Background: an optimization exercise with open tools, aiming at small area, a short achievable clock period and few clock cycles per item. Do not read the settings as production practice.
Function was checked by simulation only, so behaviour that the tests miss may differ from the original.

// yuv_to_rgb_top
module yuv_to_rgb_top (
	input logic Clock,
	input logic resetn,
	input logic in_valid,
	input csc_pkg::pixel_t in_y_even,
	input csc_pkg::pixel_t in_y_odd,
	input csc_pkg::pixel_t in_u,
	input csc_pkg::pixel_t in_v,
	output logic in_ready,
	output logic out_valid,
	output csc_pkg::word_t out_data,
	input logic out_credit
);
Size: about 2500 cells after synthesis, about 0.027 mm² of cells after synthesis.
clock: 9.0 ns
lec_check: 0
cap_margin: 20
core_margin: 2
core_utilization: 65
cts_buf_list: sky130_fd_sc_hd__clkbuf_8
cts_cluster_diameter: 55
cts_cluster_size: 17
setup_slack_margin: 5
slew_margin: 20
standard.sh (not shown) runs the stock make flow with config.mk's settings and CLKGATE_MAP_FILE= SYNTH_SCRIPT=/design/flow/synth_recipe.tcl, a recipe that flattens the netlist after the stock synthesis.
==> flow/flow/run.sh <==
#!/bin/bash
# Own flow: the standard synthesis, then inverters around full adders removed
# (flow/fixinv.py, checked for equivalence with Yosys), then the standard
# layout with timing repair aiming past the clock period.
set -euo pipefail
MARGIN=5.8
R=orfs/results/sky130hd/yuv_to_rgb_top/base
bash standard.sh synth > synth.log 2>&1
cp $R/1_2_yosys.v yosys_before_fixinv.v.log
python3 flow/fixinv.py $R/1_2_yosys.v fixinv_out.v > fixinv.log 2>&1
LIB=$FLOW_HOME/platforms/sky130hd/lib/sky130_fd_sc_hd__tt_025C_1v80.lib
cat > fixinv_equiv.ys <<EOS
read_liberty -ignore_miss_func $LIB
read_verilog yosys_before_fixinv.v.log
rename $FLOW_TOP gold
read_verilog fixinv_out.v
rename $FLOW_TOP gate
hierarchy -check
flatten
rename -hide gold/w:_*
rename -hide gate/w:_*
async2sync
equiv_make gold gate eq
hierarchy -top eq
equiv_simple
equiv_induct
equiv_status -assert
EOS
if yosys -q -s fixinv_equiv.ys > fixinv_equiv.log 2>&1; then
  cp fixinv_out.v $R/1_2_yosys.v
  echo "fixinv: equivalent, netlist replaced" >> fixinv.log
else
  echo "fixinv: not proven equivalent, netlist kept" >> fixinv.log
fi
bash standard.sh SETUP_SLACK_MARGIN=$MARGIN "BUFFER_PORTS_ARGS=-buffer_cell sky130_fd_sc_hd__buf_4" finish > finish.log 2>&1
Other scripts of this flow, unchanged in this note and not shown: flow/flow/fixinv.py
Testbench counts at the start, summed over its fixed seeds: cycles 4,680, pairs 1,536.
Change:
--- a/flow/config.mk
+++ b/flow/config.mk
@@ -11,4 +11,4 @@
 export CTS_BUF_LIST = sky130_fd_sc_hd__clkbuf_8
-export CTS_CLUSTER_DIAMETER = 55
-export CTS_CLUSTER_SIZE = 17
+export CTS_CLUSTER_DIAMETER = 50
+export CTS_CLUSTER_SIZE = 14
 export SETUP_SLACK_MARGIN = 5
The new run produced a clean layout.
Hold slack got worse by 0.0037 ns.
Setup slack improved by 0.012 ns.

## JK
Another version of the RTL of yuv_to_rgb_top (not shown whole).
For scale: about 0.027 sq mm of cells after synthesis.
==> flow/config.mk <==
export PLATFORM = sky130hd
export DESIGN_NAME = yuv_to_rgb_top
export DESIGN_NICKNAME = yuv_to_rgb_top
export VERILOG_FILES = /design/flow/design.v
export SDC_FILE = /design/flow/constraint.sdc
export NUM_CORES = 4
export LEC_CHECK = 0
export CAP_MARGIN = 20
export CORE_MARGIN = 2
export CORE_UTILIZATION = 65
export CTS_BUF_LIST = sky130_fd_sc_hd__clkbuf_4 sky130_fd_sc_hd__clkbuf_8
export SETUP_SLACK_MARGIN = 5
export SLEW_MARGIN = 20
==> flow/constraint.sdc <==
create_clock -name core_clock -period 9.0 [get_ports {Clock}]
set_input_delay 1.8000 -clock core_clock [delete_from_list [all_inputs] [get_ports {Clock}]]
set_output_delay 1.8000 -clock core_clock [all_outputs]
set_load 0.01 [all_outputs]
Scripts as last shown in full above: flow/flow/run.sh
Other scripts of this flow, unchanged in this note and not shown: flow/flow/fixinv.py
JK ended with every stage complete and zero timing, DRC or antenna violations.
Testbench counts of JK, summed over its fixed seeds: cycles 4,680, pairs 1,536.
diff inputs: JK => MS
- CORE_UTILIZATION: 65 -> 75
==> notes.md <==
When MS is measured against JK, its routed via count turns out 7.3% higher.
For the global-route usage over all layers, MS came in 6.6 points higher than JK did.
Height of the die ends up higher on JK.
The worst slew slack as a fraction of its limit of MS is lower than that of JK.
The setup slack in MS was lower than what JK gave.
Measured against each other, MS and JK differ in wire length of the first global-routing pass, the higher figure coming from MS.
Diff JK -> MS: global routing met1 resource utilization rose 5.5 points; area added between synthesis and finish moved up; routed wire length saw an increase.

## port drivers added, routing unchanged
How much do the figures lean on ideal ports? The routed layouts below were timed once more, with nothing changed but the port constraints.
Step 1 sets driving cells, clkbuf_16 on the clock port and buf_2 on the other inputs (assumed; they add their load-dependent delay and slew).
Step 2 also shifts input and output timing later by t, the mid clock arrival at the registers, as if the neighbouring blocks saw the same clock.
Three values: no drivers, after step 1, after step 2; two values: the first two.
run | t (ns) | slack for setup (ns) | worst register clock-pin slew, ns
the first run of note 1 | 0.698 | 5.638 / 5.638 / 5.638 | 0.11 / 0.11
the second run of note 1 | 0.707 | 5.649 / 5.649 / 5.649 | 0.09 / 0.09
JK | 0.716 | 5.681 / 5.681 / 5.681 | 0.07 / 0.07
MS | 0.744 | 5.572 / 5.572 / 5.425 | 0.08 / 0.08
After both steps setup and hold are still met in every run listed. The setup slack of MS, which loses most, moves by 0.000 ns with the drivers and by -0.147 ns with both steps.
